What follows belongs to an exercise in optimizing a design on an open flow for small area, a short achievable clock period and few clock cycles per item; a production flow would make more cautious choices. Function was checked by simulation only, so behaviour that the tests miss may differ from the original. Power is estimated from default activity; no workload was simulated.

## pcie_dma_top
module pcie_dma_top #(
    parameter int FDEPTH = 3           
)(
    input  wire          clk,
    input  wire          i_rst_n,
    input  wire [7:0]    i_cfg_pbus_num,
    input  wire [4:0]    i_cfg_pbus_dev_num,
    input  wire          i_axis_master_tvld,
    output logic         o_axis_master_trdy,
    input  wire [127:0]  i_axis_master_tdata,
    input  wire [3:0]    i_axis_master_tkeep,
    input  wire          i_axis_master_tlast,
    input  wire          i_axis_slave_trdy,
    output logic         o_axis_slave_tvld,
    output logic [127:0] o_axis_slave_tdata,
    output logic         o_axis_slave_tlast
);
    localparam int CAP = FDEPTH + 1;               
    localparam int NW  = $clog2(CAP + 3);
    localparam int PW  = (FDEPTH > 1) ? $clog2(FDEPTH) : 1;
    localparam int HW  = 16 + 8 + 5 + 3 + 2;       
    localparam int QW  = 32 + HW;                  
    logic          trdy_q;
    logic          trdy_o;     
    logic [31:0]   d1;
    logic [HW-1:0] h1;         
    logic [3:0]    bw1;        
    logic [3:0]    wq1;        
    logic [15:0]   wl1;        
    logic [63:0]   oh1;        
    logic          rv1;        
    logic          disc;       
    logic [12:0]   cfg_q;
    wire accept = i_axis_master_tvld && trdy_q;
    wire len1   = (i_axis_master_tdata[9:0] == 10'd1);
    wire ok0    = accept && !disc && i_axis_master_tlast && len1;
    wire acc_rd = accept && !i_axis_master_tdata[30];
    assign o_axis_master_trdy = trdy_o;
    always_ff @(posedge clk)
    begin
        for (int w = 0; w < 64; w++)
            oh1[w] <= (i_axis_master_tdata[71:66] == 6'(w));
        h1    <= {i_axis_master_tdata[63:48], i_axis_master_tdata[47:40],
                  i_axis_master_tdata[70:66], i_axis_master_tdata[22:20],
                  i_axis_master_tdata[13:12]};
        cfg_q <= {i_cfg_pbus_num, i_cfg_pbus_dev_num};
    end
    always_ff @(posedge clk or negedge i_rst_n)
    begin
        if (!i_rst_n)
  ...
Size: ~5,000 cells after synthesis, roughly 2,600 flip-flops, about 280 I/O pins, ~91,000 sq um of cells after synthesis.
==> module pcie_dma_top, before the edit <==
module pcie_dma_top #(
    parameter int FDEPTH = 3           
)(
    input  wire          clk,
    input  wire          i_rst_n,
    input  wire [7:0]    i_cfg_pbus_num,
    input  wire [4:0]    i_cfg_pbus_dev_num,
    input  wire          i_axis_master_tvld,
    output logic         o_axis_master_trdy,
    input  wire [127:0]  i_axis_master_tdata,
    input  wire [3:0]    i_axis_master_tkeep,
    input  wire          i_axis_master_tlast,
    input  wire          i_axis_slave_trdy,
    output logic         o_axis_slave_tvld,
    output logic [127:0] o_axis_slave_tdata,
    output logic         o_axis_slave_tlast
);
    localparam int CAP = FDEPTH + 1;               
    localparam int NW  = $clog2(CAP + 3);
    localparam int PW  = (FDEPTH > 1) ? $clog2(FDEPTH) : 1;
    localparam int HW  = 16 + 8 + 5 + 3 + 2;       
    localparam int QW  = 32 + HW;                  
    logic          trdy_q;
    logic          trdy_o;     
    logic [31:0]   d1;
    logic [HW-1:0] h1;         
    logic [3:0]    bw1;        
    logic [3:0]    wq1;        
    logic [15:0]   wl1;        
    logic [63:0]   oh1;        
    logic          rv1;        
    logic          disc;       
    logic [12:0]   cfg_q;
    wire accept = i_axis_master_tvld && trdy_q;
    wire len1   = (i_axis_master_tdata[9:0] == 10'd1);
    wire ok0    = accept && !disc && i_axis_master_tlast && len1;
    wire acc_rd = accept && !i_axis_master_tdata[30];
    assign o_axis_master_trdy = trdy_o;
    always_ff @(posedge clk)
    begin
        for (int w = 0; w < 64; w++)
            oh1[w] <= (i_axis_master_tdata[71:66] == 6'(w));
        h1    <= {i_axis_master_tdata[63:48], i_axis_master_tdata[47:40],
                  i_axis_master_tdata[70:66], i_axis_master_tdata[22:20],
                  i_axis_master_tdata[13:12]};
        cfg_q <= {i_cfg_pbus_num, i_cfg_pbus_dev_num};
    end
    always_ff @(posedge clk or negedge i_rst_n)
    begin
        if (!i_rst_n)
        begin
            disc <= 1'b0;
            rv1  <= 1'b0;
            d1   <= '0;
        end
        else
        begin
            if (accept)
                disc <= !i_axis_master_tlast;
            rv1 <= ok0 && (i_axis_master_tdata[31:24] == 8'h00);
            d1  <= i_axis_master_tdata[127:96];
        end
    end
    always_ff @(posedge clk or negedge i_rst_n)
    begin
        if (!i_rst_n)
        begin
            bw1 <= '1;
            wq1 <= '1;
            wl1 <= '1;
        end
        else
        begin
            bw1 <= (ok0 && (i_axis_master_tdata[31:24] == 8'h40)) ? i_axis_master_tdata[35:32] : 4'h0;
            for (int q = 0; q < 4; q++)
                wq1[q] <= (i_axis_master_tdata[71:70] == 2'(q));
            for (int l = 0; l < 16; l++)
                wl1[l] <= (i_axis_master_tdata[69:66] == 4'(l));
        end
    end
    logic [63:0][31:0] mem;
    logic [63:0][3:0]  wen;
    always_comb
    begin
        for (int w = 0; w < 64; w++)
            for (int b = 0; b < 4; b++)
                wen[w][b] = wq1[w / 16] && wl1[w % 16] && bw1[b];
    end
    always_ff @(posedge clk)
    begin
        for (int w = 0; w < 64; w++)
            for (int b = 0; b < 4; b++)
                if (wen[w][b])
                    mem[w][b*8 +: 8] <= d1[b*8 +: 8];
    end
    logic [31:0] rlo;
    logic [31:0] rhi;
    logic [31:0] rlo_d;
    logic [31:0] rhi_d;
    always_comb
    begin
        rlo_d = '0;
        rhi_d = '0;
        for (int w = 0; w < 32; w++)
        begin
            rlo_d = rlo_d | (mem[w]      & {32{oh1[w]}});
            rhi_d = rhi_d | (mem[w + 32] & {32{oh1[w + 32]}});
        end
    end
    always_ff @(posedge clk)
    begin
        rlo <= rlo_d;
        rhi <= rhi_d;
    end
    wire [31:0] r2 = rlo | rhi;
    logic          ov;
    logic          ov_o;           
    logic [QW-1:0] od;
    logic [HW-1:0] fh [FDEPTH];    
    logic [31:0]   fd [FDEPTH];    
    logic [PW-1:0] wp;
    logic [PW-1:0] rp;
    logic [NW-1:0] fc;
    logic          dv2;            
    logic [PW-1:0] ds;
    wire head_new  = dv2 && (fc == NW'(1));
    wire o_free    = !ov || i_axis_slave_trdy;
    wire f_pop     = o_free && (fc != '0);
    wire f_push    = rv1;
    wire pop       = ov && i_axis_slave_trdy;
    wire [NW-1:0] held  = NW'(ov) + NW'(fc) + NW'(rv1);
    wire          k_lo  = (held <= NW'(CAP - 2));
    wire          k_one = (held == NW'(CAP - 1));
    wire          k_top = (held == NW'(CAP));
    wire          room  = k_lo || (k_one && (pop || !acc_rd)) || (k_top && pop && !acc_rd);
    wire          pop_o   = ov_o && i_axis_slave_trdy;
    wire [NW-1:0] held_o  = NW'(ov_o) + NW'(fc) + NW'(rv1);
    wire          room_o  = (held_o <= NW'(CAP - 2))
                         || ((held_o == NW'(CAP - 1)) && (pop_o || !acc_rd))
                         || ((held_o == NW'(CAP)) && pop_o && !acc_rd);
    wire          f_pop_o = (!ov_o || i_axis_slave_trdy) && (fc != '0);
    always_ff @(posedge clk or negedge i_rst_n)
    begin
        if (!i_rst_n)
        begin
            trdy_q <= 1'b0;
            trdy_o <= 1'b0;
            ov     <= 1'b0;
            ov_o   <= 1'b0;
            wp     <= '0;
            rp     <= '0;
            fc     <= '0;
            dv2    <= 1'b0;
            ds     <= '0;
        end
        else
        begin
            trdy_q <= room;
            trdy_o <= room_o;
            ov     <= f_pop || (ov && !i_axis_slave_trdy);
            ov_o   <= f_pop_o || (ov_o && !i_axis_slave_trdy);
            dv2    <= f_push;
            if (f_push)
            begin
                ds <= wp;
                wp <= (wp == PW'(FDEPTH - 1)) ? '0 : wp + 1'b1;
            end
            if (f_pop)
                rp <= (rp == PW'(FDEPTH - 1)) ? '0 : rp + 1'b1;
            case ({f_push, f_pop})
                2'b10:   fc <= fc + 1'b1;
                2'b01:   fc <= fc - 1'b1;
                default: fc <= fc;
            endcase
        end
    end
    always_ff @(posedge clk)
    begin
        od <= ({QW{f_pop}} & {head_new ? r2 : fd[rp], fh[rp]})
            | ({QW{ov && !i_axis_slave_trdy}} & od);
        if (f_push)
            fh[wp] <= h1;
        if (dv2)
            fd[ds] <= r2;
    end
    always_comb
    begin
        o_axis_slave_tdata          = '0;
        o_axis_slave_tdata[127:96]  = od[QW-1 -: 32];           
        o_axis_slave_tdata[95:80]   = od[33:18];                
        o_axis_slave_tdata[79:72]   = od[17:10];                
        o_axis_slave_tdata[70:64]   = {od[9:5], 2'b00};         
        o_axis_slave_tdata[63:48]   = {cfg_q, 3'b000};          
        o_axis_slave_tdata[43:32]   = 12'd4;                    
        o_axis_slave_tdata[31:24]   = 8'h4a;                    
        o_axis_slave_tdata[22:20]   = od[4:2];                  
        o_axis_slave_tdata[13:12]   = od[1:0];                  
        o_axis_slave_tdata[9:0]     = 10'd1;                    
    end
    assign o_axis_slave_tvld  = ov_o;
    assign o_axis_slave_tlast = 1'b1;
endmodule
Settings: LEC_CHECK=0, CAP_MARGIN=20, CORE_MARGIN=2, CORE_UTILIZATION=65, CTS_CLUSTER_DIAMETER=70, CTS_CLUSTER_SIZE=25, SETUP_SLACK_MARGIN=3.3, SLEW_MARGIN=20; clock period 5.5 ns.
standard.sh (not shown) runs the stock make flow with config.mk's settings and CLKGATE_MAP_FILE= SYNTH_SCRIPT=/design/flow/synth_recipe.tcl, a recipe that flattens the netlist after the stock synthesis.
==> flow/flow/run.sh <==
#!/bin/bash
set -uo pipefail

RES=orfs/results/sky130hd/pcie_dma_top/base
REP=orfs/reports/sky130hd/pcie_dma_top/base

attempt() {
  local n=$1; shift
  bash standard.sh \
    "BUFFER_PORTS_ARGS=-buffer_cell sky130_fd_sc_hd__buf_2" \
    "CTS_ARGS=-sink_clustering_enable -repair_clock_nets -sink_clustering_size 25 -sink_clustering_max_diameter 70 -dont_use_dummy_load" \
    "$@" finish > standard_flow_$n.log 2>&1 || return 1
  [[ -f out/final.def ]] || return 1
  printf 'read_db %s/6_final.odb\nputs "BENCHFLOW antennas [check_antennas]"\n' $RES > check_$n.tcl
  openroad -no_init -exit check_$n.tcl > check_$n.log 2>&1 || return 1
  grep -q "^BENCHFLOW antennas 0$" check_$n.log || return 1
  # the detailed router's own violation report is empty when it left none
  [[ ! -s $REP/5_route_drc.rpt ]] || return 1
  return 0
}

if attempt 1; then
  exit 0
fi
mv orfs orfs_try1
rm -f out/final.def
attempt 2 CORE_UTILIZATION=58
Testbench counts at the start, summed over its fixed seeds: cycles 17,095, items 16,000.
Edit:
--- a/flow/design.v
+++ b/flow/design.v
@@ -20,13 +20,12 @@
     localparam int CAP = FDEPTH + 1;               
     localparam int NW  = $clog2(CAP + 3);
     localparam int PW  = (FDEPTH > 1) ? $clog2(FDEPTH) : 1;
     localparam int HW  = 16 + 8 + 5 + 3 + 2;       
     localparam int QW  = 32 + HW;                  
     logic          trdy_q;
-    logic          trdy_o;     
     logic [31:0]   d1;
     logic [HW-1:0] h1;         
     logic [3:0]    bw1;        
     logic [3:0]    wq1;        
     logic [15:0]   wl1;        
     logic [63:0]   oh1;        
@@ -34,13 +33,13 @@
     logic          disc;       
     logic [12:0]   cfg_q;
     wire accept = i_axis_master_tvld && trdy_q;
     wire len1   = (i_axis_master_tdata[9:0] == 10'd1);
     wire ok0    = accept && !disc && i_axis_master_tlast && len1;
     wire acc_rd = accept && !i_axis_master_tdata[30];
-    assign o_axis_master_trdy = trdy_o;
+    assign o_axis_master_trdy = trdy_q;
     always_ff @(posedge clk)
     begin
         for (int w = 0; w < 64; w++)
             oh1[w] <= (i_axis_master_tdata[71:66] == 6'(w));
         h1    <= {i_axis_master_tdata[63:48], i_axis_master_tdata[47:40],
                   i_axis_master_tdata[70:66], i_axis_master_tdata[22:20],
@@ -113,13 +112,12 @@
     begin
         rlo <= rlo_d;
         rhi <= rhi_d;
     end
     wire [31:0] r2 = rlo | rhi;
     logic          ov;
-    logic          ov_o;           
     logic [QW-1:0] od;
     logic [HW-1:0] fh [FDEPTH];    
     logic [31:0]   fd [FDEPTH];    
     logic [PW-1:0] wp;
     logic [PW-1:0] rp;
     logic [NW-1:0] fc;
@@ -132,38 +130,28 @@
     wire pop       = ov && i_axis_slave_trdy;
     wire [NW-1:0] held  = NW'(ov) + NW'(fc) + NW'(rv1);
     wire          k_lo  = (held <= NW'(CAP - 2));
     wire          k_one = (held == NW'(CAP - 1));
     wire          k_top = (held == NW'(CAP));
     wire          room  = k_lo || (k_one && (pop || !acc_rd)) || (k_top && pop && !acc_rd);
-    wire          pop_o   = ov_o && i_axis_slave_trdy;
-    wire [NW-1:0] held_o  = NW'(ov_o) + NW'(fc) + NW'(rv1);
-    wire          room_o  = (held_o <= NW'(CAP - 2))
-                         || ((held_o == NW'(CAP - 1)) && (pop_o || !acc_rd))
-                         || ((held_o == NW'(CAP)) && pop_o && !acc_rd);
-    wire          f_pop_o = (!ov_o || i_axis_slave_trdy) && (fc != '0);
     always_ff @(posedge clk or negedge i_rst_n)
     begin
         if (!i_rst_n)
         begin
             trdy_q <= 1'b0;
-            trdy_o <= 1'b0;
             ov     <= 1'b0;
-            ov_o   <= 1'b0;
             wp     <= '0;
             rp     <= '0;
             fc     <= '0;
             dv2    <= 1'b0;
             ds     <= '0;
         end
         else
         begin
             trdy_q <= room;
-            trdy_o <= room_o;
             ov     <= f_pop || (ov && !i_axis_slave_trdy);
-            ov_o   <= f_pop_o || (ov_o && !i_axis_slave_trdy);
             dv2    <= f_push;
             if (f_push)
             begin
                 ds <= wp;
                 wp <= (wp == PW'(FDEPTH - 1)) ? '0 : wp + 1'b1;
             end
@@ -196,10 +184,10 @@
         o_axis_slave_tdata[43:32]   = 12'd4;                    
         o_axis_slave_tdata[31:24]   = 8'h4a;                    
         o_axis_slave_tdata[22:20]   = od[4:2];                  
         o_axis_slave_tdata[13:12]   = od[1:0];                  
         o_axis_slave_tdata[9:0]     = 10'd1;                    
     end
-    assign o_axis_slave_tvld  = ov_o;
+    assign o_axis_slave_tvld  = ov;
     assign o_axis_slave_tlast = 1'b1;
 endmodule
 `default_nettype wire
=>
- The new run completed with no timing, DRC or antenna violations
- routed wire length barely changes
- hold slack loses 0.16 ns
- cell area is about the same
- clock-buffer cell count fell by 1
- clock power barely changes
- setup slack gets worse by 0.067 ns
Testbench counts after the change, summed over its fixed seeds: cycles 17,095, items 16,000.

[afterwards: timing with drivers on the ports]
The results above use ideal ports. As a check the final layouts listed here were re-extracted and re-timed, cells and wires unchanged. Step 1, drivers: a clkbuf_16 drives clk and a buf_2 each remaining input, both assumed. Step 2, shift: input delay + t, output delay - t, t = (earliest + latest rising clock arrival at the registers) / 2. This alone moves slack from input paths to output paths. a / b / c = ideal ports / drivers / drivers and shift; a / b = the first two.
| run | t, ns | setup slack, ns | worst register clock-pin slew, ns | pins driven straight from the clock port |
|---|---|---|---|---|
| the first run | 0.836 | 3.130 / 3.044 / 2.813 | 0.10 / 0.10 | 1 |
| the second run | 0.848 | 3.063 / 2.978 / 2.717 | 0.10 / 0.10 | 1 |
After both steps every run listed still meets setup and hold. For the second run, which loses most, drivers alone change the setup slack by -0.085 ns; drivers and shift together by -0.346 ns.
